From an optimization exercise on the open Yosys and OpenROAD flow, aimed at small area and a short achievable clock period; shortcuts taken in it are not production practice. In this exercise RTL edits were held to simulation tests only and were not proved equivalent to the original. Power and IR drop assume default switching activity.

**run.sh**
```bash
#!/bin/bash
# synth_recipe.tcl (not shown) runs the flow's synth.tcl, then flattens the netlist and writes it again
# the make line also repeats each setting of config.mk as NAME=value (left out here)
make -C /OpenROAD-flow-scripts/flow DESIGN_CONFIG=/design/flow/config.mk WORK_HOME=/design/flow/orfs CLKGATE_MAP_FILE= SYNTH_SCRIPT=/design/flow/synth_recipe.tcl finish
```
**constraint.sdc**
```tcl
create_clock -name core_clock -period 8.5 [get_ports {clk}]
set_input_delay 1.7000 -clock core_clock [delete_from_list [all_inputs] [get_ports {clk}]]
set_output_delay 1.7000 -clock core_clock [all_outputs]
set_load 0.01 [all_outputs]
```
**design.v**
```verilog
package sb_pkg;
    typedef logic [32-1:0]  inst_word_t;
    typedef logic [5-1:0] reg_idx_t;
    typedef logic [3-1:0]  fu_id_t;    
    typedef logic [5-1:0]  op_code_t;
    typedef enum logic [1:0] {
        CTRL_RUN,
        CTRL_WAIT_JUMP,
        CTRL_FLUSH
    } ctrl_state_t;
endpackage
`timescale 1ns/1ps
module inst_decoder (
    input  logic [31:0]  inst,
    input  logic         st_run,
    input  logic         st_flush,
    input  logic [5:1]   busy,
    input  logic [24:0]  dst_all,      
    output logic         issue_en,
    output logic [5:1]   rec,          
    output logic [4:0]   dec_op,
    output logic [4:0]   dec_dst,
    output logic [4:0]   dec_src1,
    output logic [4:0]   dec_src2,
    output logic         dd_nz,        
    output logic         ds1_nz,
    output logic         ds2_nz,
    output logic [5:1]   m1,           
    output logic [5:1]   m2
);
    logic [6:0] opcode;
    logic [2:0] funct3;
    logic [6:0] funct7;
    logic [4:0] rd_f, rs1_f, rs2_f;
    logic       alt_ok;
    logic [2:0] dec_fu;
    logic       use_rd, use_rs1, use_rs2;
    assign opcode = inst[6:0];
    assign funct3 = inst[14:12];
    assign funct7 = inst[31:25];
    assign rd_f   = inst[11:7];
    assign rs1_f  = inst[19:15];
    assign rs2_f  = inst[24:20];
    assign alt_ok = (funct7 == 7'h00) ||
                    (funct7 == 7'h20 && (funct3 == 3'b000 || funct3 == 3'b101));
    always_comb begin
        dec_fu  = 3'd0;
        dec_op  = '0;
        use_rd  = 1'b0;
        use_rs1 = 1'b0;
        use_rs2 = 1'b0;
        case (opcode)
            7'b0110011: begin
                if (funct7 == 7'h01) begin
                    dec_fu = funct3[2] ? 3'd4 : 3'd3;
                    dec_op = {3'b000, funct3[1:0]};
                    use_rd = 1'b1; use_rs1 = 1'b1; use_rs2 = 1'b1;
                end else if (alt_ok) begin
                    dec_fu = 3'd1;
                    dec_op = {1'b0, funct7[5], funct3};
                    use_rd = 1'b1; use_rs1 = 1'b1; use_rs2 = 1'b1;
                end
            end
            7'b0010011: begin
                if (funct3[1:0] != 2'b01 || alt_ok) begin
                    dec_fu  = 3'd1;
                    dec_op  = {1'b1, funct3 == 3'b101 && funct7[5], funct3};
                    use_rd  = 1'b1;
                    use_rs1 = 1'b1;
                end
            end
            7'b0000011: begin
                if (funct3 != 3'd3 && funct3 != 3'd6 && funct3 != 3'd7) begin
                    dec_fu  = 3'd2;
                    dec_op  = {2'b00, funct3};
                    use_rd  = 1'b1;
                    use_rs1 = 1'b1;
                end
            end
            7'b0100011: begin
                if (funct3 == 3'd0 || funct3 == 3'd1 || funct3 == 3'd2) begin
                    dec_fu  = 3'd2;
                    dec_op  = {2'b01, funct3};
                    use_rs1 = 1'b1;
                    use_rs2 = 1'b1;
                end
            end
            7'b1100011: begin
                if (funct3[2:1] != 2'b01) begin
                    dec_fu  = 3'd5;
                    dec_op  = {2'b00, funct3};
                    use_rs1 = 1'b1;
                    use_rs2 = 1'b1;
                end
            end
            7'b0110111: begin
                dec_fu = 3'd1;
                dec_op = 5'd24;
                use_rd = 1'b1;
            end
            7'b0010111: begin
                dec_fu = 3'd1;
                dec_op = 5'd25;
                use_rd = 1'b1;
            end
            7'b1101111: begin
                dec_fu = 3'd5;
                dec_op = 5'd8;
                use_rd = 1'b1;
            end
            7'b1100111: begin
                if (funct3 == 3'b000) begin
                    dec_fu  = 3'd5;
                    dec_op  = 5'd9;
                    use_rd  = 1'b1;
                    use_rs1 = 1'b1;
                end
            end
            default: ;
        endcase
    end
    assign dec_dst  = use_rd  ? rd_f  : '0;
    assign dec_src1 = use_rs1 ? rs1_f : '0;
    assign dec_src2 = use_rs2 ? rs2_f : '0;
    assign dd_nz    = use_rd  && (rd_f  != 5'd0);
    assign ds1_nz   = use_rs1 && (rs1_f != 5'd0);
    assign ds2_nz   = use_rs2 && (rs2_f != 5'd0);
    logic [5:1] sel, m_d;
    always_comb begin
        for (int u = 1; u <= 5; u++) begin
            sel[u] = (dec_fu == 3'(u));
            m_d[u] = busy[u] && (dst_all[5*(u-1) +: 5] == rd_f);
            m1[u]  = busy[u] && (dst_all[5*(u-1) +: 5] == rs1_f);
            m2[u]  = busy[u] && (dst_all[5*(u-1) +: 5] == rs2_f);
        end
    end
    logic stall;
    assign stall    = (|(sel & busy)) || (dd_nz && (|m_d));
    assign issue_en = st_flush || (st_run && !stall);
    assign rec      = (st_run && !stall) ? sel : 5'b0;
endmodule
`timescale 1ns/1ps
module writeback_arbiter (
    input  logic [5:1]   rdy1,
    input  logic [5:1]   rdy2,
    input  logic [5:1]   done,
    input  logic [5:1]   blk,          
    input  logic [4:0]   op_alu,
    input  logic [3:0]   op_mem,
    input  logic [1:0]   op_mul,
    input  logic [1:0]   op_div,
    input  logic [3:0]   op_jmp,
    input  logic [24:0]  src1_all,
    input  logic [24:0]  src2_all,
    input  logic [24:0]  dst_all,
    output logic [5:1]   disp,
    output logic [5:1]   wb,
    output logic [4:0]   disp_op,
    output logic [4:0]   rs1_ctrl,
    output logic [4:0]   rs2_ctrl,
    output logic         reg_write,
    output logic [2:0]   write_sel,
    output logic [4:0]   rd_ctrl
);
    logic [5:1] both, cand;
    assign both = rdy1 & rdy2;
    assign cand = done & ~blk;
    always_comb begin
        disp = '0;
        if (both[5])      disp[5] = 1'b1;
        else if (both[1]) disp[1] = 1'b1;
        else if (both[2]) disp[2] = 1'b1;
        else if (both[3]) disp[3] = 1'b1;
        else if (both[4]) disp[4] = 1'b1;
        wb = '0;
        if (cand[5])      wb[5] = 1'b1;
        else if (cand[1]) wb[1] = 1'b1;
        else if (cand[2]) wb[2] = 1'b1;
        else if (cand[3]) wb[3] = 1'b1;
        else if (cand[4]) wb[4] = 1'b1;
    end
    always_comb begin
        disp_op  = ({5{disp[1]}} & op_alu)
                 | ({5{disp[2]}} & {1'b0, op_mem})
                 | ({5{disp[3]}} & {3'b000, op_mul})
                 | ({5{disp[4]}} & {3'b000, op_div})
                 | ({5{disp[5]}} & {1'b0, op_jmp});
        rs1_ctrl = '0;
        rs2_ctrl = '0;
        rd_ctrl  = '0;
        for (int u = 1; u <= 5; u++) begin
            rs1_ctrl = rs1_ctrl | ({5{disp[u]}} & src1_all[5*(u-1) +: 5]);
            rs2_ctrl = rs2_ctrl | ({5{disp[u]}} & src2_all[5*(u-1) +: 5]);
            rd_ctrl  = rd_ctrl  | ({5{wb[u]}}   & dst_all[5*(u-1) +: 5]);
        end
    end
    assign reg_write = |cand;
    assign write_sel = {wb[4] | wb[5], wb[2] | wb[3], wb[1] | wb[3] | wb[5]};
endmodule
`timescale 1ns/1ps
module scoreboard_ctrl (
    input  logic               clk,
    input  logic               rst,
    input  sb_pkg::inst_word_t inst,
    input  logic               alu_done,
    input  logic               mem_done,
    input  logic               mul_done,
    input  logic               div_done,
    input  logic               jump_done,
    input  logic               is_jump,
    output logic               issue_en,
    output logic               alu_en,
    output logic               mem_en,
    output logic               mul_en,
    output logic               div_en,
    output logic               jump_en,
    output sb_pkg::op_code_t   disp_op,
    output sb_pkg::reg_idx_t   rs1_ctrl,
    output sb_pkg::reg_idx_t   rs2_ctrl,
    output logic               reg_write,
    output sb_pkg::fu_id_t     write_sel,
    output sb_pkg::reg_idx_t   rd_ctrl
);
    localparam int N = 5;
    logic [1:0]      state;             
    logic [N:1]      busy, done, rdy1, rdy2, wt1, wt2;
    logic [4:0]      dst  [1:N];
    logic [4:0]      src1 [1:N];
    logic [4:0]      src2 [1:N];
    logic [4:0]      op_alu;
    logic [3:0]      op_mem, op_jmp;
    logic [1:0]      op_mul, op_div;
    logic [N:1]      war [1:N];         
    logic [24:0] dst_all, src1_all, src2_all;
    assign dst_all  = {dst[5],  dst[4],  dst[3],  dst[2],  dst[1]};
    assign src1_all = {src1[5], src1[4], src1[3], src1[2], src1[1]};
    assign src2_all = {src2[5], src2[4], src2[3], src2[2], src2[1]};
    logic [N:1] rec, m1, m2;
    logic [4:0] dec_op, dec_dst, dec_src1, dec_src2;
    logic       dd_nz, ds1_nz, ds2_nz;
    inst_decoder u_dec (
        .inst     (inst),
        .st_run   (state == 2'd0),
        .st_flush (state == 2'd2),
        .busy     (busy),
        .dst_all  (dst_all),
        .issue_en (issue_en),
        .rec      (rec),
        .dec_op   (dec_op),
        .dec_dst  (dec_dst),
        .dec_src1 (dec_src1),
        .dec_src2 (dec_src2),
        .dd_nz    (dd_nz),
        .ds1_nz   (ds1_nz),
        .ds2_nz   (ds2_nz),
        .m1       (m1),
        .m2       (m2)
    );
    logic [N:1] blk, disp, wb;
    always_comb begin
        for (int u = 1; u <= N; u++) begin
            blk[u] = 1'b0;
            for (int v = 1; v <= N; v++) begin
                if (v != u) blk[u] = blk[u] | war[v][u];
            end
        end
    end
    writeback_arbiter u_out (
        .rdy1      (rdy1),
        .rdy2      (rdy2),
        .done      (done),
        .blk       (blk),
        .op_alu    (op_alu),
        .op_mem    (op_mem),
        .op_mul    (op_mul),
        .op_div    (op_div),
        .op_jmp    (op_jmp),
        .src1_all  (src1_all),
        .src2_all  (src2_all),
        .dst_all   (dst_all),
        .disp      (disp),
        .wb        (wb),
        .disp_op   (disp_op),
        .rs1_ctrl  (rs1_ctrl),
        .rs2_ctrl  (rs2_ctrl),
        .reg_write (reg_write),
        .write_sel (write_sel),
        .rd_ctrl   (rd_ctrl)
    );
    assign alu_en  = disp[1];
    assign mem_en  = disp[2];
    assign mul_en  = disp[3];
    assign div_en  = disp[4];
    assign jump_en = disp[5];
    logic rdy1_now, rdy2_now;
    assign rdy1_now = !(ds1_nz && |(m1 & ~wb));
    assign rdy2_now = !(ds2_nz && |(m2 & ~wb));
    logic [N:1] wake1, wake2, rdy1_n, rdy2_n, wt1_n, wt2_n;
    logic [N:1] done_in;
    assign done_in = {jump_done, div_done, mul_done, mem_done, alu_done};
    always_comb begin
        for (int u = 1; u <= N; u++) begin
            wake1[u] = wt1[u] && (src1[u] == rd_ctrl);
            wake2[u] = wt2[u] && (src2[u] == rd_ctrl);
            rdy1_n[u] = ((rec[u] ? rdy1_now : rdy1[u]) && !disp[u]) || wake1[u];
            rdy2_n[u] = ((rec[u] ? rdy2_now : rdy2[u]) && !disp[u]) || wake2[u];
            wt1_n[u]  = (rec[u] ? !rdy1_now : wt1[u]) && !wake1[u];
            wt2_n[u]  = (rec[u] ? !rdy2_now : wt2[u]) && !wake2[u];
        end
    end
    always_ff @(posedge clk or posedge rst) begin
        if (rst) begin
            state <= 2'd0;
            busy  <= '0;
            done  <= '0;
            rdy1  <= '0;
            rdy2  <= '0;
            wt1   <= '0;
            wt2   <= '0;
        end else begin
            case (state)
                2'd0:    if (rec[5]) state <= 2'd1;
                2'd1:    if (jump_done) state <= is_jump ? 2'd2 : 2'd0;
                default: state <= 2'd0;
            endcase
            busy <= (busy | rec) & ~wb;
            done <= (done | (done_in & busy)) & ~wb;
            rdy1 <= rdy1_n;
            rdy2 <= rdy2_n;
            wt1  <= wt1_n;
            wt2  <= wt2_n;
        end
    end
    always_ff @(posedge clk) begin
        for (int u = 1; u <= N; u++) begin
            if (rec[u]) begin
                dst[u]  <= dec_dst;
                src1[u] <= dec_src1;
                src2[u] <= dec_src2;
            end
        end
        if (rec[1]) op_alu <= dec_op;
        if (rec[2]) op_mem <= dec_op[3:0];
        if (rec[3]) op_mul <= dec_op[1:0];
        if (rec[4]) op_div <= dec_op[1:0];
        if (rec[5]) op_jmp <= dec_op[3:0];
    end
    always_ff @(posedge clk) begin
        for (int u = 1; u <= N; u++) begin
            for (int v = 1; v <= N; v++) begin
                if (v != u) begin
                    if (rec[u])
                        war[v][u] <= dd_nz && ((rdy1_n[v] && src1[v] == dec_dst) ||
                                               (rdy2_n[v] && src2[v] == dec_dst));
                    else if (rec[v])
                        war[v][u] <= (rdy1_n[v] && ds1_nz && m1[u]) ||
                                     (rdy2_n[v] && ds2_nz && m2[u]);
                    else
                        war[v][u] <= war[v][u] && !disp[v];
                end else begin
                    war[v][u] <= 1'b0;
                end
            end
        end
    end
endmodule
```
**config.mk**
```make
export PLATFORM = sky130hd
export DESIGN_NAME = scoreboard_ctrl
export DESIGN_NICKNAME = scoreboard_ctrl
export VERILOG_FILES = /design/flow/design.v
export SDC_FILE = /design/flow/constraint.sdc
export NUM_CORES = 4
export LEC_CHECK = 0
export CAP_MARGIN = 20
export CORE_MARGIN = 2
export CORE_UTILIZATION = 40
export SETUP_SLACK_MARGIN = 4
export SLEW_MARGIN = 20
export SYNTH_HIERARCHICAL = 1
```
==> results.yml, run 1 <==
status:
  status: "finished clean"
cells_and_area:
  final_nets: 973
  drive_gt1_share_pct: 19.66
  area_growth_pct: 24.51
  utilization_pct: 50.48
  layout_commonest_cell: "xor2_1"
  final_cells: 1226
  final_cell_mix: "xor2_1, edfxtp_1, nand2_1, buf_4, a21oi_1"
  diodes: 0
  fillerInstances: 1999
  fin_area_sq_mm: 0.01098
power_and_ir_drop:
  p_int_mw: 1.480
  swShare_pct: 33.49
  pwr-share-clk_pct: 34.8
  leakagePower_nw: 4.159
  combPwrFrac_pct: 28.3
  max-vdd-ir-drop_mv: 0.1366
  p_seq_share_pct: 36.9
  p_sw_mw: 0.7455
  p_per_area_mw_per_mm2: 202.6
run:
  drv_cap: 0
critical_path:
  cpMostUsedCell: "buf_6"
  crit_chain: "buf_6 > or4_4 > nor2_4 > nand3_4 > a31oi_4 > o21a_4 > o21bai_4 > buf_6"
  cp-start-kind: "input pin"
  max_stage_delay_ns: 0.57
  critPathKind: "input pin to primary output"
  crit_path_end_kind: "primary output"
  path_max_fanout: 2
  reg2reg_depth: 15
  startpoint: "inst[29]"
  worst-path-buf-inv: 2
  endpoint: "issue_en"
  cp.required_ns: 6.80
  slowest_stage: "or4_4"
  rr_startpoint: "war[1][5]$_DFF_P_"
  cp.arrival_ns: 3.14
  cp.depth: 8
  critical_path.top_delay_family: "simple AND/OR/NAND/NOR gates"
  rrSetupSlack_ns: 4.54
  timing.rr.end: "war[1][5]$_DFF_P_"
global_route:
  gr-usage-all-layers_pct: 24.01
  grt_pass1_vias: 7214
  grt_pass1_wl_mm: 43.06
  grt_overflow_total: 0
  grt_max_degree: 39
  antenna_found_initial: 0
drt:
  drc_errors: 0
  vias: 7254
  wl_per_cell_um: 22.90
  postRouteAntennaNets: 0
  wl_mm: 28.08
  drt_pass1_iterations: 6
  drtIter0Drc: 648
  via_per_inst: 5.917
synth:
  synth-edff-count: 92
  async_reset_ff_share_pct: 22.22
  synthesis.area_sq_mm: 0.008821
  yosysUniqueCellTypes: 75
  synth_warnings: 13
  avgSynthCellArea_sq_um: 10.49
  synth-main-ff-cell: "edfxtp_1"
  ys_top_cells_by_area: "edfxtp_1, xor2_1, dfrtp_1"
  syn-num-nets: 881
  yosysTopAreaCell: "edfxtp_1"
  netlist.area_leader.share_pct: 31.32
  netlist_instances: 841
  ys_seq_area_share_pct: 44.94
  ys_ff_latch: 144
floorplanning:
  start_util_pct: 40.55
  top_level_ports: 70
  rows: 54
  die_x_um: 152.5
  coreArea_sq_mm: 0.02176
  dieArea_sq_mm: 0.02326
  die_h_um: 152.5
clocking:
  cts_buffers: 17
  cts_sinks: 144
  cts_tree: "built"
  ctsRootBufferMaster: "clkbuf_16"
  clkTransAtPathRegs_ns: 0.06
  htree_levels: 4
  cts_buffer_depth: 2
  cts_hold_buf: 0
  clkLatencyLatePin_ns: 0.45
place:
  port_buffers: 69
  placed_cells: 1151
  place_area_sq_mm: 0.009804
  dp_hpwl_mm: 19.56
  gp_congestion: 0.9511
min_path:
  hp-class: "flop to flop"
sta:
  worst_pin_slew_ns: 0.6653
  whs_ns: 0.4796
  hold_violations: 0
  skew_ns: 0.01881
  maxSlewHeadroom_pct: 55.54
  timing.fmax_ghz: 0.2067
  setup_viol: 0
  finalCritPeriodShare_pct: 56.91
  setup_tns_ns: 0
  fin_crit_ns: 4.837
  rsz0062_at_grt: "yes"
  slew_violations: 0
==> Yosys cell counts (4+ instances only) <==
cell / number
a21oi_1: 55
a221o_1: 11
a222oi_1: 17
a22oi_1: 12
a22oi_2: 5
a31oi_1: 6
a32oi_1: 20
and3_1: 27
buf_1: 8
buf_2: 24
clkbuf_1: 15
dfrtp_1: 32
dfxtp_1: 20
edfxtp_1: 92
inv_1: 9
mux2i_1: 7
nand2_1: 58
nand2b_1: 5
nand3_1: 20
nand4_1: 20
nor2_1: 43
nor2b_1: 29
nor3_1: 14
nor4_1: 35
o21a_1: 6
o21ai_0: 4
o21bai_1: 5
o31ai_4: 5
or4_1: 5
xnor2_1: 35
xor2_1: 141
==> final cells by class <==
cell class | instances | area (sq um) | share of cell area, %
Multi-Input combinational cell | 635 | 4906 | 44.67
Sequential cell | 144 | 3964 | 36.09
Timing Repair Buffer | 124 | 1110 | 10.10
Clock buffer | 17 | 425.4 | 3.873
Tap cell | 280 | 350.3 | 3.190
Clock inverter | 15 | 178.9 | 1.629
Inverter | 11 | 48.80 | 0.4443
==> repair_timing <==
| item | CTS | global route |
|---|---|---|
| pin swaps | 16 | 8 |
| setup endpoints to repair | 112 | 35 |
| gates resized for setup | 131 | 36 |
| setup buffers | 28 | 15 |
==> per-layer routing <==
metal / GRT usage [%] / part of all wire [%] / routed length (um)
met4: 7.937 / 2.0 / 560
met5: 0 / 0 / 0
met1: 32.81 / 43 / 12190
met2: 38.67 / 48 / 13360
met3: 4.494 / 7.0 / 1962
==> power groups by stage <==
| stage | registers (mW) | logic [mW] | clock network (mW) |
|---|---|---|---|
| after floorplan | 0.815 | 0.356 | 0 |
| after global routing | 0.825 | 0.672 | 0.811 |
| final | 0.821 | 0.630 | 0.774 |
| after global placement | 0.831 | 0.539 | 0 |
| after detailed placement | 0.832 | 0.542 | 0 |
| after CTS | 0.819 | 0.592 | 0.780 |
==> how the worst min path moves through the flow <==
stage,start,to,slack [ns],cells after the start
final,wt2[1]$_DFF_PP0_,wt2[1]$_DFF_PP0_,0.48,1
after global routing,wt2[1]$_DFF_PP0_,wt2[1]$_DFF_PP0_,0.50,1
after CTS,wt2[1]$_DFF_PP0_,wt2[1]$_DFF_PP0_,0.48,1
after detailed placement,wt2[1]$_DFF_PP0_,wt2[1]$_DFF_PP0_,0.47,1
after global placement,wt2[2]$_DFF_PP0_,wt2[2]$_DFF_PP0_,0.46,1
after floorplan,state[1]$_DFFE_PP0P_,state[0]$_DFFE_PP0P_,0.44,1
==> through the flow <==
step                      power, mW  setup WS, ns
after floorplan               1.171         3.740
after global placement        1.370         2.439
after CTS                     2.191         3.675
final                         2.226         3.663
after global routing          2.308         3.613
after detailed placement      1.374         2.437
==> per-module statistics from Yosys (local to each module, per instance) <==
module / flip-flops and latches / cells inside / cell area (sq um) / copies in the design
scoreboard_ctrl: 144 / 518 / 6462 / 1
inst_decoder: 0 / 234 / 1704 / 1
writeback_arbiter: 0 / 89 / 654.4 / 1
==> cell families (layout without fill, tap and decap cells) <==
kind of cell           Yosys count  count (layout)  synth area share [%]
multiplexers                     7               7                0.7944
AND/OR/NAND/NOR                288             288                 18.72
flip-flops                     144             144                 44.94
XOR/XNOR                       176             176                 17.48
AO/OA/AOI/OAI                  164             164                 14.79
buffers and inverters           62             167                 3.277
==> sequential cells by signal, indices dropped and copies added, names as in the netlist <==
name and cells:
src1 25, wt1 5, war 20, rdy2 5, op_jmp 4, rdy1 5, done 5, dst 25
state 2, op_div 2, op_mul 2, busy 5, wt2 5, op_alu 5, op_mem 4, src2 25
==> run 2: changes to the inputs <==
--- a/config.mk
+++ b/config.mk
@@ -9,3 +9,3 @@
 export CORE_MARGIN = 2
-export CORE_UTILIZATION = 40
+export CORE_UTILIZATION = 65
 export SETUP_SLACK_MARGIN = 4
==> results.yml, run 2 <==
synth:
  netlist.area_leader.share_pct: 31.32
  synth-edff-count: 92
  synthTopCellsByCount: "xor2_1, edfxtp_1, nand2_1"
  yosysUniqueCellTypes: 75
  netlist_instances: 841
  synth.most_common_cell: "xor2_1"
  async_reset_ff_share_pct: 22.22
  synthesis.area_sq_mm: 0.008821
  syn-num-nets: 881
  ys_top_cells_by_area: "edfxtp_1, xor2_1, dfrtp_1"
  synth_warnings: 13
  ys_seq_area_share_pct: 44.94
  ys_ff_latch: 144
  avgSynthCellArea_sq_um: 10.49
  synth-main-ff-cell: "edfxtp_1"
  yosysTopAreaCell: "edfxtp_1"
power_and_ir_drop:
  pwr-share-clk_pct: 36.0
  combPwrFrac_pct: 27.3
  p_int_mw: 1.532
  max-vdd-ir-drop_mv: 0.1467
  p_sw_mw: 0.7122
  p_per_area_mw_per_mm2: 204.9
  p_seq_share_pct: 36.6
  leakagePower_nw: 4.190
  swShare_pct: 31.73
sta:
  setup_viol: 0
  timing.fmax_ghz: 0.1982
  finalCritPeriodShare_pct: 59.37
  worst_pin_slew_ns: 0.7164
  setup_tns_ns: 0
  skew_ns: 0.007688
  maxSlewHeadroom_pct: 51.98
  hold_violations: 0
  rsz0062_at_grt: "yes"
  worst_slack_ns: 3.454
  fin_crit_ns: 5.046
  slew_violations: 0
place:
  dp_hpwl_mm: 18.58
  gp_congestion: 0.9306
  port_buffers: 69
  dpl_worst_slack_ns: 2.425
global_route:
  grt_pass1_vias: 7924
  grt_max_degree: 39
  antenna_found_initial: 1
  grt_pass1_wl_mm: 43.11
  gr-usage-all-layers_pct: 39.40
  grt_overflow_total: 0
critical_path:
  startpoint: "inst[10]"
  timing.rr.end: "war[5][0]$_DFF_P_"
  reg2reg_depth: 13
  cp.arrival_ns: 3.35
  critPathKind: "input pin to primary output"
  cp-start-kind: "input pin"
  rr_startpoint: "war[3][2]$_DFF_P_"
  path_max_fanout: 7
  crit_path_end_kind: "primary output"
  rrSetupSlack_ns: 4.55
  cp.required_ns: 6.80
drt:
  drtIter0Drc: 1393
  wl_mm: 29.29
  drc_errors: 0
  vias: 8160
  drt_pass1_iterations: 8
  wl_per_cell_um: 26.12
  postRouteAntennaNets: 0
  via_per_inst: 7.279
floorplanning:
  die_x_um: 120.5
  top_level_ports: 70
  start_util_pct: 66.61
  die_h_um: 120.5
  rows: 42
  dieArea_sq_mm: 0.01452
  coreArea_sq_mm: 0.01324
clocking:
  cts_buffer_depth: 2
  clkLatencyLatePin_ns: 0.43
  htree_levels: 4
  ctsRootBufferMaster: "clkbuf_16"
  cts_sinks: 144
  cts_hold_buf: 0
  cts_buffers: 17
  clkTransAtPathRegs_ns: 0.06
  cts_tree: "built"
cells_and_area:
  utilization_pct: 82.70
  drive_gt1_share_pct: 20.32
  area_growth_pct: 24.16
  fillerInstances: 757
  layout_commonest_cell: "xor2_1"
  final_cell_mix: "xor2_1, edfxtp_1, nand2_1, a21oi_1, buf_4"
  top_regs: "dst: 25 flops, src1: 25 flops, src2: 25 flops"
  final_nets: 972
  diodes: 0
run:
  drv_cap: 0
min_path:
  hp-class: "flop to flop"
  min_to: "state[1]$_DFFE_PP0P_"
  min_path_cells: 1
  min_from: "state[1]$_DFFE_PP0P_"
status:
  status: "finished clean"
run 2: changes by cell type in the layout (fill, tap and decap cells not counted), sizes merged:
cell           change
bufinv             +3
buf                -3
inv                -7
nor3               +1
dlygate4sd2        -2
clkbuf             +2
clkdlybuf4s15      +1
clkinv             +4
run 2: area by class of cell:
type / count / area, sq um / area share, %
repair buffers: 122 / 1126 / 10.28
multi-input cells: 636 / 4960 / 45.29
inverters: 11 / 48.80 / 0.4456
clock inverters: 15 / 207.7 / 1.896
well taps: 176 / 220.2 / 2.011
clock buffers: 17 / 425.4 / 3.884
flip-flops and latches: 144 / 3964 / 36.19
run 2: worst max path at each step:
stage,end,slack [ns],cells past startpoint
6_report,issue_en,3.45,8
5_1_grt,issue_en,3.45,8
4_1_cts,issue_en,3.66,8
3_5_place_dp,issue_en,2.43,8
3_3_place_gp,issue_en,2.47,8
2_1_floorplan,war[5][0]$_DFF_P_,3.74,12
run 2: per-module statistics from Yosys (local to each module, per instance):
module / cells / area (sq um)
scoreboard_ctrl: 518 / 6462
inst_decoder: 234 / 1704
writeback_arbiter: 89 / 654.4
run 2: cells by family after synthesis:
family | after synthesis | synth area share (%)
buffers and inverters | 62 | 3.277
XOR/XNOR | 176 | 17.48
flip-flops | 144 | 44.94
AO/OA/AOI/OAI | 164 | 14.79
multiplexers | 7 | 0.7944
AND/OR/NAND/NOR | 288 | 18.72
run 2: timing repair:
item / CTS / global route
setup endpoints to repair: 111 / 30
buffers inserted: 25 / 15
gates resized for setup: 134 / 47
gates cloned: 1 / 1
pin swaps: 18 / 13
run 2: power groups by stage:
| stage | combinational, mW | sequential, mW | clock [mW] |
|---|---|---|---|
| 5_1_grt | 0.641 | 0.824 | 0.833 |
| 2_1_floorplan | 0.356 | 0.815 | 0 |
| 3_5_place_dp | 0.535 | 0.830 | 0 |
| 4_1_cts | 0.586 | 0.818 | 0.804 |
| 3_3_place_gp | 0.519 | 0.829 | 0 |
| 6_report | 0.613 | 0.822 | 0.809 |
run 2: per-layer routing:
layer  share of wire (%)  wire length, um  up-vias  GRT usage (%)
li1                    -                -     3323              -
met4                 5.5             1619        2          22.38
met2                  47            13720      741          62.11
met5               0.044               13        -              0
met3                  13             3674      178          9.292
met1                  35            10250     3916          50.00
run 2: critical path: stages:
cell and delay, ns:
clkdlybuf4s15_2 0.29, xor2_1 0.21, nor4_2 0.49, nand3_1 0.16, nand3_1 0.14, o21a_4 0.16, o21bai_4 0.07, buf_6 0.12
run 2: stage by stage:
step                      instances  instance area (sq um)  power [mW]  hold slack (ns)
after floorplan                 841                   8952       1.171           0.4416
after global placement         1047                   9674       1.348           0.4620
after detailed placement       1047                   9674       1.365           0.4773
after CTS                      1105                  10690       2.208           0.4886
after global routing           1121                  10950       2.298           0.5140
final                          1121                  10950       2.244           0.4897
==> run 3: changes to the inputs <==
--- a/config.mk
+++ b/config.mk
@@ -9,4 +9,4 @@
 export CORE_MARGIN = 2
-export CORE_UTILIZATION = 65
-export SETUP_SLACK_MARGIN = 4
+export CORE_UTILIZATION = 40
+export SETUP_SLACK_MARGIN = 3.7
 export SLEW_MARGIN = 20
==> results.yml, run 3 <==
status:
  status: "finished clean"
sta:
  hold_violations: 0
  skew_ns: 0.01224
  rsz0062_at_grt: "yes"
  fin_crit_ns: 4.852
  finalCritPeriodShare_pct: 57.09
  worst_slack_ns: 3.648
  whs_ns: 0.4845
  timing.fmax_ghz: 0.2061
  setup_viol: 0
  slew_violations: 0
  worst_pin_slew_ns: 0.9193
  setup_tns_ns: 0
  maxSlewHeadroom_pct: 38.71
critical_path:
  rr_startpoint: "war[3][2]$_DFF_P_"
  critPathKind: "input pin to primary output"
  cp-start-kind: "input pin"
  rrSetupSlack_ns: 4.39
  timing.rr.end: "war[3][4]$_DFF_P_"
  reg2reg_depth: 13
  path_max_fanout: 4
  cp.required_ns: 6.80
  crit_path_end_kind: "primary output"
  cp.arrival_ns: 3.15
global_route:
  antenna_found_initial: 0
  grt_overflow_total: 0
  grt_pass1_wl_mm: 42.94
  grt_pass1_vias: 7115
  grt_max_degree: 39
  gr-usage-all-layers_pct: 23.97
synth:
  yosysUniqueCellTypes: 75
  synth_warnings: 13
  synthTopCellsByCount: "xor2_1, edfxtp_1, nand2_1"
  ys_ff_latch: 144
  async_reset_ff_share_pct: 22.22
  yosysTopAreaCell: "edfxtp_1"
  netlist.area_leader.share_pct: 31.32
  synth.most_common_cell: "xor2_1"
  ys_seq_area_share_pct: 44.94
  synth-edff-count: 92
  ys_top_cells_by_area: "edfxtp_1, xor2_1, dfrtp_1"
  netlist_instances: 841
  synth-main-ff-cell: "edfxtp_1"
  syn-num-nets: 881
  avgSynthCellArea_sq_um: 10.49
  synthesis.area_sq_mm: 0.008821
cells_and_area:
  final_cells: 1207
  top_regs: "dst: 25 flops, src1: 25 flops, src2: 25 flops"
  layout_commonest_cell: "xor2_1"
  drive_gt1_share_pct: 16.29
  final_nets: 954
  final_cell_mix: "xor2_1, edfxtp_1, nand2_1, a21oi_1, clkdlybuf4s50_1"
  fillerInstances: 1982
  seqCellArea_sq_mm: 0.003964
  area_growth_pct: 21.53
  multiInputGateArea_sq_mm: 0.004813
  diodes: 0
floorplanning:
  dieArea_sq_mm: 0.02326
  start_util_pct: 40.55
  die_h_um: 152.5
  rows: 54
  coreArea_sq_mm: 0.02176
  die_x_um: 152.5
  top_level_ports: 70
clocking:
  clkLatencyLatePin_ns: 0.43
  htree_levels: 4
  cts_buffers: 17
  cts_buffer_depth: 2
  clkTransAtPathRegs_ns: 0.06
  ctsRootBufferMaster: "clkbuf_16"
  cts_sinks: 144
  cts_tree: "built"
run:
  drv_cap: 0
drt:
  drc_errors: 0
  wl_per_cell_um: 23.16
  drt_pass1_iterations: 6
  postRouteAntennaNets: 0
  via_per_inst: 6.031
  drtIter0Drc: 756
  wl_mm: 27.96
  vias: 7280
place:
  dpl_worst_slack_ns: 2.287
  dp_hpwl_mm: 19.61
  gp_congestion: 0.9488
  placed_cells: 1153
  port_buffers: 69
power_and_ir_drop:
  p_per_area_mw_per_mm2: 201.7
  leakagePower_nw: 4.037
  max-vdd-ir-drop_mv: 0.1301
  report.power.total_mw: 2.163
min_path:
  hp-class: "flop to flop"
  min_from: "wt2[1]$_DFF_PP0_"
  min_to: "wt2[1]$_DFF_PP0_"
  min_path_cells: 1
==> run 3: cell counts after synthesis <==
Identical to the previous run, type by type.
==> run 3: critical path, cell delays in order <==
cell,delay [ns]
dlygate4sd2_1,0.40
nor2_2,0.09
a31oi_2,0.27
o22ai_2,0.16
o21ai_2,0.20
nand2b_4,0.08
o21bai_4,0.13
buf_6,0.11
==> run 3: how the worst max path moves through the flow <==
stage                     startpoint  endpoint  slack [ns]  cells past startpoint
after detailed placement    inst[14]  issue_en        2.29                      8
after CTS                   inst[29]  issue_en        3.66                      8
final                       inst[25]  issue_en        3.65                      8
after global placement      inst[14]  issue_en        2.30                      8
after global routing        inst[26]  issue_en        3.63                      8
after floorplan             inst[12]  issue_en        3.72                      7
==> run 3: routing by layer <==
layer	share of wire, %	up-vias	global-route usage, %
met5	0	-	0
met4	2.8	0	8.466
met3	7.0	52	3.726
met2	47	341	39.19
met1	43	3600	32.54
li1	-	3287	-
==> run 3: where the power goes <==
part / switching, mW / total [mW] / internal, mW
combinational: 0.346 / 0.597 / 0.251
sequential: 0.0394 / 0.818 / 0.779
clock: 0.348 / 0.747 / 0.400
total: 0.733 / 2.16 / 1.43
==> run 3: kinds of logic after synthesis <==
family / share of synthesized area, %
flip-flops: 44.94
buffers and inverters: 3.277
multiplexers: 0.7944
AO/OA/AOI/OAI: 14.79
XOR/XNOR: 17.48
AND/OR/NAND/NOR: 18.72
==> run 3: area by class of cell <==
cell class                 count  area share, %
sequential                   144          36.97
inverter                      11         0.4318
timing repair buffer         105          8.789
tap                          280          3.268
multi-input combinational    635          44.90
clock buffer                  17          3.968
clock inverter                15          1.669
==> run 3: per-stage QoR <==
stage          util [%]  instance area, sq um
2_1_floorplan         -                  8852
3_3_place_gp      44.89                  9766
3_5_place_dp      44.89                  9766
4_1_cts           49.10                 10680
5_1_grt           49.28                 10720
6_report          49.28                 10720
==> run 3: repair_timing <==
action / in CTS / in global routing
cloned: 0 / 0
hold buffers: 0 / 0
gates resized for setup: 113 / 24
endpoints found under the hold margin: 0 / 0
setup endpoints to repair: 42 / 21
setup buffers: 19 / 3
pin swaps: 11 / 8
==> run 3: per-module statistics from Yosys (local to each module, per instance) <==
module             cells  area (sq um)  copies in the design  flops+latches
writeback_arbiter     89         654.4                     1              0
scoreboard_ctrl      518          6462                     1            144
inst_decoder         234          1704                     1              0
==> run 4: changes to the inputs <==
--- a/config.mk
+++ b/config.mk
@@ -10,2 +10,3 @@
 export CORE_UTILIZATION = 40
+export CTS_BUF_LIST = sky130_fd_sc_hd__clkbuf_8
 export SETUP_SLACK_MARGIN = 3.7
==> results.yml, run 4 <==
synth:
  synth-main-ff-cell: "edfxtp_1"
  synthTopCellsByCount: "xor2_1, edfxtp_1, nand2_1"
  synthesis.area_sq_mm: 0.008821
  yosysUniqueCellTypes: 75
  async_reset_ff_share_pct: 22.22
  syn-num-nets: 881
  ys_ff_latch: 144
  ys_seq_area_share_pct: 44.94
  synth_warnings: 13
  synth.most_common_cell: "xor2_1"
  yosysTopAreaCell: "edfxtp_1"
  netlist_instances: 841
  avgSynthCellArea_sq_um: 10.49
  synth-edff-count: 92
  netlist.area_leader.share_pct: 31.32
  ys_top_cells_by_area: "edfxtp_1, xor2_1, dfrtp_1"
power_and_ir_drop:
  report.power.total_mw: 1.974
  max-vdd-ir-drop_mv: 0.08600
  p_per_area_mw_per_mm2: 187.7
  leakagePower_nw: 3.942
place:
  port_buffers: 69
  gp_congestion: 0.9488
  dpl_worst_slack_ns: 2.287
  dp_hpwl_mm: 19.61
cells_and_area:
  diodes: 0
  area_growth_pct: 19.28
  final_nets: 952
  final_cell_mix: "xor2_1, edfxtp_1, nand2_1, a21oi_1, clkdlybuf4s50_1"
  top_regs: "dst: 25 flops, src1: 25 flops, src2: 25 flops"
  drive_gt1_share_pct: 16.22
  layout_commonest_cell: "xor2_1"
  fillerInstances: 2005
  utilization_pct: 48.36
global_route:
  grt_pass1_vias: 7141
  antenna_found_initial: 0
  grt_overflow_total: 0
  gr-usage-all-layers_pct: 24.05
  grt_max_degree: 39
  grt_pass1_wl_mm: 42.88
drt:
  vias: 7321
  wl_per_cell_um: 23.35
  postRouteAntennaNets: 0
  via_per_inst: 6.076
  drc_errors: 0
  wl_mm: 28.13
  drt_pass1_iterations: 6
  drtIter0Drc: 716
critical_path:
  cpMostUsedCell: "buf_6"
  critical_path.top_delay_family: "compound AO/OA/AOI/OAI gates"
  critPathKind: "input pin to primary output"
  cp-start-kind: "input pin"
  cp.arrival_ns: 3.18
  slowest_stage: "nor4_4"
  max_stage_delay_ns: 0.40
  rr_startpoint: "war[2][5]$_DFF_P_"
  path_max_fanout: 3
  rrSetupSlack_ns: 4.43
  worst-path-buf-inv: 3
  reg2reg_depth: 14
  cp.required_ns: 6.80
  crit_path_end_kind: "primary output"
  timing.rr.end: "war[3][4]$_DFF_P_"
  crit_chain: "buf_6 > nor4_4 > buf_4 > a31oi_2 > o22ai_2 > o21ai_2 > nand2b_4 > o21bai_4 > buf_6"
run:
  drv_cap: 0
sta:
  maxSlewHeadroom_pct: 33.53
  worst_pin_slew_ns: 0.9971
  hold_violations: 0
  worst_slack_ns: 3.623
  setup_tns_ns: 0
  fin_crit_ns: 4.877
  setup_viol: 0
  slew_violations: 0
  rsz0062_at_grt: "yes"
  timing.fmax_ghz: 0.2050
  skew_ns: 0.01903
  finalCritPeriodShare_pct: 57.38
min_path:
  min_to: "wt2[3]$_DFF_PP0_"
  hp-class: "flop to flop"
  min_from: "wt2[3]$_DFF_PP0_"
  min_path_cells: 1
floorplanning:
  coreArea_sq_mm: 0.02176
  top_level_ports: 70
  start_util_pct: 40.55
  die_x_um: 152.5
  die_h_um: 152.5
  dieArea_sq_mm: 0.02326
  rows: 54
clocking:
  cts_tree: "built"
  cts_buffers: 17
  clkTransAtPathRegs_ns: 0.09
  clkLatencyLatePin_ns: 0.48
  cts_hold_buf: 0
  ctsRootBufferMaster: "clkbuf_8"
  cts_buffer_depth: 2
  cts_sinks: 144
  htree_levels: 4
status:
  status: "finished clean"
## run 4: cell counts after synthesis
Identical to the previous run, type by type.
## run 4: layer usage
layer	GRT usage [%]	vias to the layer above	wire length (um)
met5	0	-	0
met4	9.039	0	727
met3	3.896	46	1851
met2	39.27	323	13260
met1	32.36	3665	12300
li1	-	3287	-
## run 4: worst register-to-register path, cell delays in order, from the launching register on
cell and delay (ns):
dfxtp_1 0.33, or4_1 0.54, nand2b_4 0.21, inv_6 0.08, nor4_4 0.04, buf_4 0.17, a221o_1 0.32, a221o_4 0.37
buf_4 0.21, xor2_1 0.19, nor4_1 0.64, nand3_1 0.24, a21oi_2 0.32, nand2_1 0.11, a32oi_1 0.21
## run 4: logic make-up (layout without fill, tap and decap cells)
kind of cell / Yosys count / in the layout / share of synthesized area (%)
flops: 144 / 144 / 44.94
xor+xnor: 176 / 176 / 17.48
buf+inv: 62 / 146 / 3.277
simple gates: 288 / 288 / 18.72
compound gates: 164 / 164 / 14.79
mux: 7 / 7 / 0.7944
## run 4: metrics by stage
step / cell area [sq um] / hold slack, ns / std cells
finish: 10520 / 0.4909 / 1205
global route: 10520 / 0.5142 / 1205
CTS: 10470 / 0.4826 / 1204
detailed placement: 9766 / 0.4716 / 1153
global placement: 9766 / 0.4633 / 1153
floorplan: 8852 / 0.4416 / 841
## run 4: per-module statistics from Yosys, one instance, submodules excluded
module             cell area (sq um)  flip-flops and latches
inst_decoder                    1704                       0
scoreboard_ctrl                 6462                     144
writeback_arbiter              654.4                       0
## run 4: where the power goes
part / internal [mW] / total (mW) / leakage (nW) / switching [mW]
clock network: 0.227 / 0.557 / 0.210 / 0.330
logic: 0.252 / 0.600 / 2.29 / 0.347
registers: 0.778 / 0.817 / 1.44 / 0.0390
## run 4: cell type report
type                       count  area (sq um)  share of cell area, %
multi-input combinational    635          4817                  45.78
sequential                   144          3964                  37.67
timing repair buffer         103         930.9                  8.848
tap                          280         350.3                  3.330
clock buffer                  17         234.0                  2.224
clock inverter                15         178.9                  1.701
inverter                      11         46.29                 0.4400
## run 4: how the worst max path moves through the flow
stage / from / end / slack [ns] / depth (start not counted)
after floorplan: inst[12] / issue_en / 3.72 / 7
after global placement: inst[14] / issue_en / 2.30 / 8
after detailed placement: inst[14] / issue_en / 2.29 / 8
after CTS: inst[2] / issue_en / 3.62 / 8
after global routing: inst[26] / issue_en / 3.62 / 8
final: inst[29] / issue_en / 3.62 / 9
## run 4: repair_timing
item,4_1_cts,5_1_grt
setup endpoints to repair,43,24
setup buffers,19,1
pin swaps,10,8
endpoints found under the hold margin,0,0
gates resized for setup,99,38
==> run 5: changes to the inputs <==
==> flow/run.sh (new file) <==
#!/bin/bash
# Layout: the standard ORFS flow, with the port buffers inserted at
# placement made of the smallest plain buffer (the resizer still sizes them up
# where timing or slew needs it). Make's full output goes to flow_make.log.
set -euo pipefail
export BUFFER_PORTS_ARGS="-buffer_cell sky130_fd_sc_hd__buf_1"
bash standard.sh > flow_make.log 2>&1
==> standard.sh (new file) <==
#!/bin/bash
# synth_recipe.tcl (not shown) runs the flow's synth.tcl, then flattens the netlist and writes it again
# the make line also repeats each setting of config.mk as NAME=value (left out here)
make -C /OpenROAD-flow-scripts/flow DESIGN_CONFIG=/design/flow/config.mk WORK_HOME=/design/flow/orfs CLKGATE_MAP_FILE= SYNTH_SCRIPT=/design/flow/synth_recipe.tcl "${@:-finish}"
--- a/config.mk
+++ b/config.mk
@@ -9,3 +9,3 @@
 export CORE_MARGIN = 2
-export CORE_UTILIZATION = 40
+export CORE_UTILIZATION = 55
 export CTS_BUF_LIST = sky130_fd_sc_hd__clkbuf_8
removed: run.sh
==> results.yml, run 5 <==
synth:
  netlist.area_leader.share_pct: 31.32
  ys_seq_area_share_pct: 44.94
  yosysUniqueCellTypes: 75
  synth_warnings: 13
  syn-num-nets: 881
  synth-edff-count: 92
  ys_top_cells_by_area: "edfxtp_1, xor2_1, dfrtp_1"
  synthesis.area_sq_mm: 0.008821
  synth-main-ff-cell: "edfxtp_1"
  avgSynthCellArea_sq_um: 10.49
  yosysTopAreaCell: "edfxtp_1"
  netlist_instances: 841
  async_reset_ff_share_pct: 22.22
  ys_ff_latch: 144
  synth.most_common_cell: "xor2_1"
  synthTopCellsByCount: "xor2_1, edfxtp_1, nand2_1"
critical_path:
  cp.required_ns: 6.80
  crit_path_end_kind: "primary output"
  timing.rr.end: "war[1][5]$_DFF_P_"
  critPathKind: "input pin to primary output"
  cp-start-kind: "input pin"
  cp.arrival_ns: 3.18
  path_max_fanout: 5
  rr_startpoint: "war[2][5]$_DFF_P_"
  reg2reg_depth: 13
  rrSetupSlack_ns: 4.39
drt:
  postRouteAntennaNets: 0
  drc_errors: 0
  wl_mm: 27.52
  via_per_inst: 6.551
  wl_per_cell_um: 24.16
  vias: 7462
  drt_pass1_iterations: 8
  drtIter0Drc: 791
cells_and_area:
  fin_area_sq_mm: 0.009953
  multiInputGateArea_sq_mm: 0.004703
  area_growth_pct: 12.84
  diodes: 0
  layout_commonest_cell: "xor2_1"
  fillerInstances: 1295
  final_cells: 1139
  final_cell_mix: "xor2_1, edfxtp_1, nand2_1, a21oi_1, buf_1"
  final_nets: 950
  top_regs: "dst: 25 flops, src1: 25 flops, src2: 25 flops"
  drive_gt1_share_pct: 13.22
  seqCellArea_sq_mm: 0.003964
clocking:
  cts_sinks: 144
  ctsRootBufferMaster: "clkbuf_8"
  clkLatencyLatePin_ns: 0.46
  clkTransAtPathRegs_ns: 0.08
  cts_buffers: 17
  cts_buffer_depth: 2
  cts_hold_buf: 0
  htree_levels: 4
  cts_tree: "built"
min_path:
  min_path_cells: 1
  min_to: "wt2[4]$_DFF_PP0_"
  hp-class: "flop to flop"
  min_from: "wt2[4]$_DFF_PP0_"
power_and_ir_drop:
  max-vdd-ir-drop_mv: 0.1250
  leakagePower_nw: 3.773
  p_per_area_mw_per_mm2: 192.2
sta:
  skew_ns: 0.01683
  slew_violations: 0
  worst_pin_slew_ns: 1.101
  maxSlewHeadroom_pct: 26.52
  fin_crit_ns: 4.878
  whs_ns: 0.4853
  finalCritPeriodShare_pct: 57.39
  setup_viol: 0
  setup_tns_ns: 0
  timing.fmax_ghz: 0.2050
  rsz0062_at_grt: "yes"
  hold_violations: 0
place:
  gp_congestion: 0.9437
  dp_hpwl_mm: 19.55
  placed_cells: 1088
  place_area_sq_mm: 0.009246
  port_buffers: 69
floorplanning:
  start_util_pct: 55.93
  dieArea_sq_mm: 0.01707
  top_level_ports: 70
  rows: 46
  die_h_um: 130.6
  coreArea_sq_mm: 0.01577
  die_x_um: 130.6
global_route:
  grt_max_degree: 39
  grt_pass1_vias: 7288
  grt_overflow_total: 0
  grt_pass1_wl_mm: 41.43
  antenna_found_initial: 0
  gr-usage-all-layers_pct: 32.79
run:
  drv_cap: 0
status:
  status: "finished clean"
==> run 5: how the worst max path moves through the flow <==
stage,startpoint,to,depth (start not counted)
after global routing,inst[29],issue_en,8
after detailed placement,inst[14],war[3][2]$_DFF_P_,14
after global placement,inst[14],war[3][1]$_DFF_P_,14
final,inst[29],issue_en,8
after CTS,inst[3],issue_en,8
after floorplan,inst[12],issue_en,7
==> run 5: worst max-delay path: stages <==
cell and delay (ns):
buf_6 0.10, or4_4 0.55, nor2_4 0.15, nand3_4 0.10
a31oi_4 0.23, o21a_4 0.17, o21bai_4 0.05, buf_6 0.12
==> run 5: repair_timing <==
| item | 4_1_cts | 5_1_grt |
|---|---|---|
| endpoints found under the setup margin | 26 | 26 |
| buffers inserted | 9 | 9 |
| pin swaps | 5 | 10 |
| resized for setup | 11 | 41 |
==> run 5: routing by layer <==
layer	up-vias	share of wire [%]	wire length, um	GRT usage (%)
met5	-	0	0	0
met4	0	2.8	773	13.58
met3	70	8.0	2207	7.207
met2	418	48	13230	52.24
met1	3686	41	11310	43.64
li1	3288	-	-	-
==> run 5: per-module statistics from Yosys (local to each module, per instance) <==
| module | flip-flops and latches | cells |
|---|---|---|
| inst_decoder | 0 | 234 |
| scoreboard_ctrl | 144 | 518 |
| writeback_arbiter | 0 | 89 |
==> run 5: logic make-up after synthesis <==
| group | Yosys count | synth area share, % |
|---|---|---|
| flops | 144 | 44.94 |
| simple gates | 288 | 18.72 |
| buf+inv | 62 | 3.277 |
| compound gates | 164 | 14.79 |
| xor+xnor | 176 | 17.48 |
| mux | 7 | 0.7944 |
==> run 5: through the flow <==
| stage | power [mW] | utilization [%] | worst slack (ns) |
|---|---|---|---|
| final | 1.913 | 63.11 | 3.622 |
| after global routing | 1.988 | 63.11 | 3.584 |
| after detailed placement | 1.308 | 58.63 | 2.802 |
| after floorplan | 1.166 | - | 3.721 |
| after CTS | 1.885 | 61.93 | 3.542 |
| after global placement | 1.294 | 58.63 | 2.899 |
==> run 5: power by group <==
group | internal, mW | total [mW] | leakage [nW] | switching [mW]
sequential | 0.779 | 0.820 | 1.44 | 0.0411
clock | 0.314 | 0.580 | 0.230 | 0.265
combinational | 0.178 | 0.513 | 2.10 | 0.335
total | 1.27 | 1.91 | 3.77 | 0.642
==> run 5: final cells by class <==
cell class                      instances  area share [%]
Clock buffer                           17           2.351
Clock inverter                         15           1.798
Inverter                               11          0.4651
Multi-Input combinational cell        635           47.25
Sequential cell                       144           39.82
Tap cell                              216           2.715
Timing Repair Buffer                  101           5.594
==> run 6: changes to the inputs <==
--- a/config.mk
+++ b/config.mk
@@ -9,4 +9,6 @@
 export CORE_MARGIN = 2
-export CORE_UTILIZATION = 55
+export CORE_UTILIZATION = 40
 export CTS_BUF_LIST = sky130_fd_sc_hd__clkbuf_8
+export CTS_CLUSTER_DIAMETER = 120
+export CTS_CLUSTER_SIZE = 30
 export SETUP_SLACK_MARGIN = 3.7
==> results.yml, run 6 <==
status:
  status: "finished clean"
synth:
  ys_seq_area_share_pct: 44.94
  netlist_instances: 841
  synth_warnings: 13
  ys_top_cells_by_area: "edfxtp_1, xor2_1, dfrtp_1"
  yosysTopAreaCell: "edfxtp_1"
  avgSynthCellArea_sq_um: 10.49
  yosysUniqueCellTypes: 75
  synth-edff-count: 92
  netlist.area_leader.share_pct: 31.32
  synth.most_common_cell: "xor2_1"
  synthesis.area_sq_mm: 0.008821
  synth-main-ff-cell: "edfxtp_1"
  synthTopCellsByCount: "xor2_1, edfxtp_1, nand2_1"
  async_reset_ff_share_pct: 22.22
  syn-num-nets: 881
  ys_ff_latch: 144
drt:
  drt_pass1_iterations: 8
  wl_per_cell_um: 22.64
  via_per_inst: 6.017
  drtIter0Drc: 803
  vias: 7208
  drc_errors: 0
  postRouteAntennaNets: 0
  wl_mm: 27.13
clocking:
  ctsRootBufferMaster: "clkbuf_8"
  cts_buffer_depth: 2
  cts_tree: "built"
  htree_levels: 4
  clkLatencyLatePin_ns: 0.47
  cts_hold_buf: 0
  clkTransAtPathRegs_ns: 0.08
  cts_buffers: 17
  cts_sinks: 144
power_and_ir_drop:
  max-vdd-ir-drop_mv: 0.07821
  swShare_pct: 35.53
  p_sw_mw: 0.6576
  combPwrFrac_pct: 26.8
  p_int_mw: 1.193
  p_per_area_mw_per_mm2: 185.4
  pwr-share-clk_pct: 29.1
  p_seq_share_pct: 44.1
  leakagePower_nw: 3.708
place:
  port_buffers: 69
  placed_cells: 1154
  gp_congestion: 0.9089
  dp_hpwl_mm: 19.67
floorplanning:
  dieArea_sq_mm: 0.02326
  die_h_um: 152.5
  top_level_ports: 70
  rows: 54
  die_x_um: 152.5
  start_util_pct: 40.55
  coreArea_sq_mm: 0.02176
global_route:
  grt_overflow_total: 0
  grt_pass1_wl_mm: 41.58
  grt_pass1_vias: 7017
  grt_max_degree: 33
  gr-usage-all-layers_pct: 23.16
  antenna_found_initial: 0
cells_and_area:
  final_nets: 945
  drive_gt1_share_pct: 12.96
  diodes: 0
  area_growth_pct: 13.21
  final_cells: 1198
  final_cell_mix: "xor2_1, edfxtp_1, buf_1, nand2_1, a21oi_1"
  top_regs: "dst: 25 flops, src1: 25 flops, src2: 25 flops"
  layout_commonest_cell: "xor2_1"
sta:
  fin_crit_ns: 4.880
  rsz0062_at_grt: "yes"
  setup_viol: 0
  hold_violations: 0
  slew_violations: 0
  worst_pin_slew_ns: 1.060
  maxSlewHeadroom_pct: 28.78
  timing.fmax_ghz: 0.2049
  setup_tns_ns: 0
  skew_ns: 0.02202
  finalCritPeriodShare_pct: 57.41
critical_path:
  cp.required_ns: 6.80
  path_max_fanout: 3
  cp-start-kind: "input pin"
  critPathKind: "input pin to primary output"
  crit_path_end_kind: "primary output"
  cp.arrival_ns: 3.18
min_path:
  hp-class: "flop to flop"
run:
  drv_cap: 0
[run 6: cell counts after synthesis]
Identical to the previous run, type by type.
[run 6: final cells by class]
type                            instances  area, sq um
Clock inverter                         15        145.1
Multi-Input combinational cell        635         4740
Timing Repair Buffer                   96        509.2
Fill cell                            2089        11770
Tap cell                              280        350.3
Clock buffer                           17        234.0
Inverter                               11        43.79
Sequential cell                       144         3964
[run 6: per-module statistics from Yosys, one instance, submodules excluded]
| module | flops+latches | cells |
|---|---|---|
| scoreboard_ctrl | 144 | 518 |
| writeback_arbiter | 0 | 89 |
| inst_decoder | 0 | 234 |
[run 6: critical path: stages]
cell and delay, ns:
buf_8 0.10, or4_4 0.55, nor2_4 0.15, nand3_4 0.11, a31oi_4 0.22, o21a_4 0.17, o21bai_4 0.06, buf_6 0.12
[run 6: metal layers]
metal	wire [um]	up-vias	global-route usage [%]	share of wire, %
met5	0	-	0	0
li1	-	3272	-	-
met4	861	0	9.744	3.2
met2	12900	377	37.28	48
met3	2174	70	5.262	8.0
met1	11190	3489	30.20	41
[run 6: cell families after synthesis]
kind of cell / count (synthesis) / share of synthesized area [%]
AOI/OAI and AO/OA: 164 / 14.79
xor gates and xnor gates: 176 / 17.48
buffers and inverters: 62 / 3.277
DFF: 144 / 44.94
muxes: 7 / 0.7944
and+or+nand+nor: 288 / 18.72
[run 6: stage by stage]
stage / hold WS, ns / setup WS (ns) / util [%] / cell area (sq um) / power (mW)
3_3_place_gp: 0.4657 / 2.949 / 42.94 / 9341 / 1.297
6_report: 0.4832 / 3.620 / 45.90 / 9986 / 1.851
4_1_cts: 0.4835 / 3.486 / 44.96 / 9782 / 1.835
3_5_place_dp: 0.4728 / 2.943 / 42.94 / 9341 / 1.300
2_1_floorplan: 0.4416 / 3.721 / - / 8852 / 1.166
5_1_grt: 0.5065 / 3.545 / 45.90 / 9986 / 1.940
[run 6: path summary, 6_finish.rpt]
check                                       start                end  slack, ns  cells after the start
worst max-delay path                     inst[29]           issue_en       3.62                      8
worst min-delay path             wt2[5]$_DFF_PP0_   wt2[5]$_DFF_PP0_       0.48                      1
worst max register to register  war[2][5]$_DFF_P_  war[2][1]$_DFF_P_       4.34                     13
worst min register to register   wt2[5]$_DFF_PP0_   wt2[5]$_DFF_PP0_       0.48                      1
max in group asynchronous                     rst  done[2]$_DFF_PP0_       6.82                      3
min in group asynchronous                     rst  rdy2[5]$_DFF_PP0_       1.33                      3
[run 6: what timing repair did]
item                       in CTS  in global routing
pin swaps                       1                 13
gates cloned                    0                  0
setup endpoints to repair      22                 26
buffers inserted                3                  9
gates resized for setup        10                 40
[run 6: power by group through the flow]
stage,sequential [mW],combinational [mW],clock [mW]
after floorplan,0.815,0.352,0
after global placement,0.831,0.467,0
after detailed placement,0.830,0.470,0
after CTS,0.815,0.476,0.545
after global routing,0.821,0.543,0.575
final,0.816,0.497,0.538
==> run 7: changes to the inputs <==
--- a/config.mk
+++ b/config.mk
@@ -11,5 +11,3 @@
 export CTS_BUF_LIST = sky130_fd_sc_hd__clkbuf_8
-export CTS_CLUSTER_DIAMETER = 120
-export CTS_CLUSTER_SIZE = 30
-export SETUP_SLACK_MARGIN = 3.7
+export SETUP_SLACK_MARGIN = 3.4
 export SLEW_MARGIN = 20
==> results.yml, run 7 <==
global_route:
  antenna_found_initial: 0
  grt_pass1_vias: 6824
  grt_max_degree: 42
  gr-usage-all-layers_pct: 22.48
  grt_pass1_wl_mm: 40.45
  grt_overflow_total: 0
clocking:
  clkTransAtPathRegs_ns: 0.09
  cts_tree: "built"
  cts_hold_buf: 0
  clkLatencyLatePin_ns: 0.47
  htree_levels: 4
  cts_buffers: 17
  cts_sinks: 144
  cts_buffer_depth: 2
  ctsRootBufferMaster: "clkbuf_8"
synth:
  ys_seq_area_share_pct: 44.94
  avgSynthCellArea_sq_um: 10.49
  syn-num-nets: 881
  yosysUniqueCellTypes: 75
  synthXorXnorAreaFrac_pct: 17.48
  synth-main-ff-cell: "edfxtp_1"
  ys_top_cells_by_area: "edfxtp_1, xor2_1, dfrtp_1"
  yosysTopAreaCell: "edfxtp_1"
  ys_ff_latch: 144
  synthesis.area_sq_mm: 0.008821
  netlist.area_leader.share_pct: 31.32
  netlist_instances: 841
  synth_warnings: 13
  yosys.area_share.simple_pct: 18.72
  synthAdderAreaFrac_pct: 0
  synth_top_family_by_area: "simple AND/OR/NAND/NOR gates"
  synth_compound_area_share_pct: 14.79
  synth.most_common_cell: "xor2_1"
  async_reset_ff_share_pct: 22.22
  synthTopCellsByCount: "xor2_1, edfxtp_1, nand2_1"
  synth-edff-count: 92
  synthMuxAreaShare_pct: 0.7943
place:
  dp_hpwl_mm: 19.09
  port_buffers: 69
  gp_congestion: 0.9231
  place_area_sq_mm: 0.009326
  placed_cells: 1152
cells_and_area:
  layout_commonest_cell: "xor2_1"
  diodes: 0
  drive_gt1_share_pct: 10.96
  top_regs: "dst: 25 flops, src1: 25 flops, src2: 25 flops"
  final_nets: 939
  area_growth_pct: 12.30
  utilization_pct: 45.53
  fin_area_sq_mm: 0.009906
  final_cell_mix: "xor2_1, edfxtp_1, buf_1, nand2_1, a21oi_1"
  fillerInstances: 2074
  final_cells: 1192
critical_path:
  cp.required_ns: 6.80
  cp-start-kind: "flop"
  rrSetupSlack_ns: 4.03
  cp.arrival_ns: 3.32
  critPathKind: "flop to primary output"
  crit_path_end_kind: "primary output"
  path_max_fanout: 11
floorplanning:
  coreArea_sq_mm: 0.02176
  die_h_um: 152.5
  top_level_ports: 70
  start_util_pct: 40.55
  rows: 54
  dieArea_sq_mm: 0.02326
  die_x_um: 152.5
drt:
  met1Wirelength_mm: 11.29
  drtIter0Drc: 772
  wl_mm: 26.41
  drc_errors: 0
  wl_per_cell_um: 22.16
  via_per_inst: 5.964
  dr_wl_met2_mm: 12.53
  postRouteAntennaNets: 0
  drt_pass1_iterations: 7
  wl_met3_mm: 1.794
  vias: 7109
  top_layer: "met4"
sta:
  setup_viol: 0
  timing.fmax_ghz: 0.1990
  setup_tns_ns: 0
  hold_violations: 0
  fin_crit_ns: 5.024
  maxSlewHeadroom_pct: 32.19
  worst_pin_slew_ns: 1.013
  rsz0062_at_grt: "yes"
  finalCritPeriodShare_pct: 59.11
  slew_violations: 0
  skew_ns: 0.01942
power_and_ir_drop:
  p_per_area_mw_per_mm2: 197.3
  leakagePower_nw: 3.680
  max-vdd-ir-drop_mv: 0.1033
run:
  drv_cap: 0
min_path:
  hp-class: "flop to flop"
status:
  status: "finished clean"
## run 7: cell type report
cell class                      instances  area (sq um)  share of cell area [%]
Clock buffer                           17         234.0                   2.362
Clock inverter                         15         252.7                   2.551
Timing Repair Buffer                   90         421.7                   4.257
Inverter                               11         41.29                  0.4168
Sequential cell                       144          3964                   40.02
Tap cell                              280         350.3                   3.537
Multi-Input combinational cell        635          4642                   46.86
## run 7: cell families after synthesis
logic type | count (synthesis)
and+or+nand+nor | 288
buffers and inverters | 62
AOI/OAI and AO/OA | 164
DFF | 144
xor gates and xnor gates | 176
muxes | 7
## run 7: what timing repair did
action	4_1_cts	5_1_grt
endpoints found under the setup margin	5	10
pin swaps	1	2
hold endpoints to repair	0	0
resized for setup	5	5
buffers inserted	2	6
## run 7: final timing paths
kind                       cells past startpoint              start                end
setup / recovery                               6  war[2][3]$_DFF_P_         rd_ctrl[2]
hold / removal                                 1   wt2[4]$_DFF_PP0_   wt2[4]$_DFF_PP0_
setup reg to reg                              11  war[2][3]$_DFF_P_  war[3][2]$_DFF_P_
hold reg to reg                                1   wt2[4]$_DFF_PP0_   wt2[4]$_DFF_PP0_
max in group asynchronous                      3                rst  busy[4]$_DFF_PP0_
min in group asynchronous                      3                rst  rdy2[1]$_DFF_PP0_
## run 7: routing by layer
metal,GRT usage [%],up-vias
met3,3.299,48
met5,0,-
li1,-,3251
met1,30.26,3474
met2,36.68,336
met4,8.951,0
## run 7: worst max-delay path, cell delays in order, from the launching register on
cell and delay (ns):
dfxtp_1 0.32, or4_1 0.54, nand2b_1 0.25, nor4_4 0.56
a221o_1 0.27, a221o_1 0.70, buf_1 0.22
## run 7: power breakdown
group	switching [mW]	leakage [nW]	internal (mW)
Clock	0.296	0.243	0.361
Combinational	0.317	1.99	0.165
Sequential	0.0376	1.44	0.778
## run 7: modules after synthesis, one instance, submodules excluded
module / copies in the design / area, sq um / cells inside
inst_decoder: 1 / 1704 / 234
scoreboard_ctrl: 1 / 6462 / 518
writeback_arbiter: 1 / 654.4 / 89
## run 7: stage by stage
stage,hold slack (ns),setup slack [ns],total power [mW]
CTS,0.4839,3.411,1.960
floorplan,0.4416,3.448,1.166
detailed placement,0.4713,2.848,1.306
finish,0.4833,3.476,1.954
global placement,0.4635,2.896,1.302
global route,0.4954,3.349,2.035
==> run 8: changes to the inputs <==
--- a/flow/run.sh
+++ b/flow/run.sh
@@ -6,2 +6,3 @@
 export BUFFER_PORTS_ARGS="-buffer_cell sky130_fd_sc_hd__buf_1"
+export RECOVER_POWER=100
 bash standard.sh > flow_make.log 2>&1
--- a/config.mk
+++ b/config.mk
@@ -11,3 +11,3 @@
 export CTS_BUF_LIST = sky130_fd_sc_hd__clkbuf_8
-export SETUP_SLACK_MARGIN = 3.4
+export SETUP_SLACK_MARGIN = 3.7
 export SLEW_MARGIN = 20
==> results.yml, run 8 <==
critical_path:
  cp.required_ns: 8.87
  critPathKind: "input pin to flop"
  endpoint: "war[3][4]$_DFF_P_"
  crit_path_end_kind: "flop"
  cp.depth: 12
  reg2reg_depth: 11
  startpoint: "inst[7]"
  cp.arrival_ns: 7.08
  timing.rr.end: "war[3][4]$_DFF_P_"
  rr_startpoint: "dst[2][3]$_DFFE_PP_"
  worst-path-buf-inv: 2
drt:
  drt_pass1_iterations: 5
  wl_per_cell_um: 22.80
  wl_mm: 27.31
  drc_errors: 0
  vias: 7204
  postRouteAntennaNets: 0
clocking:
  cts_sinks: 144
  cts_buffers: 17
  clkLatencyLatePin_ns: 0.47
  cts_buffer_depth: 2
  ctsRootBufferMaster: "clkbuf_8"
  cts_tree: "built"
  clkTransAtPathRegs_ns: 0.10
cells_and_area:
  area_growth_pct: 8.766
  diodes: 0
  fillerInstances: 2155
  final_nets: 945
  final_cell_mix: "xor2_1, edfxtp_1, buf_1, nand2_1, a21oi_1"
  layout_commonest_cell: "xor2_1"
  top_regs: "dst: 25 flops, src1: 25 flops, src2: 25 flops"
synth:
  netlist_instances: 841
  avgSynthCellArea_sq_um: 10.49
  ys_ff_latch: 144
  synthesis.area_sq_mm: 0.008821
  ys_top_cells_by_area: "edfxtp_1, xor2_1, dfrtp_1"
  synth-edff-count: 92
  synth_warnings: 13
  yosysUniqueCellTypes: 75
  syn-num-nets: 881
  synth.most_common_cell: "xor2_1"
status:
  status: "failed layout checks"
  so_faults: "max-capacitance violations, max-slew violations"
sta:
  setup_tns_ns: 0
  hold_violations: 0
  slew_violations: 147
  setup_viol: 0
  skew_ns: 0.02067
  finalCritPeriodShare_pct: 78.96
  whs_ns: 0.4874
  rsz0062_at_grt: "yes"
  fin_crit_ns: 6.712
  maxSlewHeadroom_pct: -96.69
power_and_ir_drop:
  report.power.total_mw: 1.817
  p_per_area_mw_per_mm2: 189.4
  leakagePower_nw: 3.558
floorplanning:
  die_h_um: 152.5
  dieArea_sq_mm: 0.02326
  top_level_ports: 70
  coreArea_sq_mm: 0.02176
global_route:
  gr-usage-all-layers_pct: 23.16
  grt_pass1_vias: 7017
  grt_overflow_total: 0
  grt_max_degree: 33
  grt_pass1_wl_mm: 41.58
run:
  drv_cap: 7
min_path:
  hp-class: "flop to flop"
place:
  port_buffers: 69
  gp_congestion: 0.9089
  dpl_worst_slack_ns: 2.943
  dp_hpwl_mm: 19.67
run 8: final cells by class:
type,instances,area [sq um],area share (%)
well taps,280,350.3,3.652
inverters,11,43.79,0.4564
clock inverters,15,145.1,1.513
clock buffers,17,234.0,2.439
repair buffers,96,434.2,4.525
flip-flops and latches,144,3964,41.31
multi-input cells,635,4423,46.10
run 8: stage by stage:
step	std cells	cell area [sq um]
global placement	1154	9341
CTS	1189	9782
global route	1198	9594
finish	1198	9594
floorplan	841	8852
detailed placement	1154	9341
run 8: where the power goes:
group	switching, mW	leakage [nW]	internal, mW
clock	0.298	0.186	0.240
sequential	0.0370	1.44	0.779
combinational	0.307	1.93	0.157
run 8: worst min-delay path by stage:
stage | start | slack (ns) | endpoint | cells after the start
final | state[1]$_DFFE_PP0P_ | 0.49 | state[1]$_DFFE_PP0P_ | 1
after floorplan | state[1]$_DFFE_PP0P_ | 0.44 | state[0]$_DFFE_PP0P_ | 1
after global routing | wt2[2]$_DFF_PP0_ | 0.51 | wt2[2]$_DFF_PP0_ | 1
after detailed placement | wt2[5]$_DFF_PP0_ | 0.47 | wt2[5]$_DFF_PP0_ | 1
after global placement | wt2[3]$_DFF_PP0_ | 0.47 | wt2[3]$_DFF_PP0_ | 1
after CTS | wt2[5]$_DFF_PP0_ | 0.48 | wt2[5]$_DFF_PP0_ | 1
run 8: worst reg2reg max path, stage by stage, from the launching register on:
cell	delay, ns
edfxtp_1	0.51
xor2_1	0.18
nor4_1	0.08
nand3_1	0.09
nand3_1	0.10
o21a_4	0.24
clkbuf_1	0.16
nor4_1	2.26
nor2_1	0.18
o31ai_1	0.91
a22oi_1	0.45
a32oi_1	0.27
run 8: per-module statistics from Yosys (local to each module, per instance):
module | copies in the design | flops+latches
inst_decoder | 1 | 0
writeback_arbiter | 1 | 0
scoreboard_ctrl | 1 | 144
run 8: repair_timing:
item,4_1_cts,5_1_grt
hold buffers,0,0
pin swaps,1,13
resized for setup,10,40
setup endpoints to repair,22,26
setup buffers,3,9
run 8: layer usage:
metal  vias up  share of wire [%]  GRT usage (%)
met5         -                  0              0
met4         0                2.9          9.744
met3        50                7.5          5.262
met2       376                 48          37.28
met1      3513                 42          30.20
li1       3265                  -              -
run 8: logic make-up after synthesis:
| family | synth area share, % |
|---|---|
| flip-flops | 44.94 |
| buffers and inverters | 3.277 |
| AO/OA/AOI/OAI | 14.79 |
| AND/OR/NAND/NOR | 18.72 |
| XOR/XNOR | 17.48 |
| multiplexers | 0.7944 |

## what the ideal ports hide
The results above use ideal ports. As a check the final layouts listed here were re-extracted and re-timed, cells and wires unchanged. Step 1: set_driving_cell puts a clkbuf_16 on clk and a buf_2 on each other input, an assumption about the parent block. Step 2 also shifts input and output timing later by t, the mid clock arrival at the registers, as if the neighbouring blocks saw the same clock. Slacks: no drivers / after step 1 / after step 2; pairs: no drivers / after step 1.
run	shift t [ns]	slack for setup (ns)
run 1	0.483	3.663 / 3.629 / 3.629
run 2	0.470	3.454 / 3.432 / 3.432
run 3	0.469	3.648 / 3.626 / 3.391
run 4	0.514	3.623 / 3.591 / 3.239
run 5	0.488	3.622 / 3.588 / 3.463
run 6	0.501	3.620 / 3.581 / 3.302
run 7	0.497	3.476 / 3.436 / 3.283
run 8	0.498	1.788 / 1.808 / 1.310
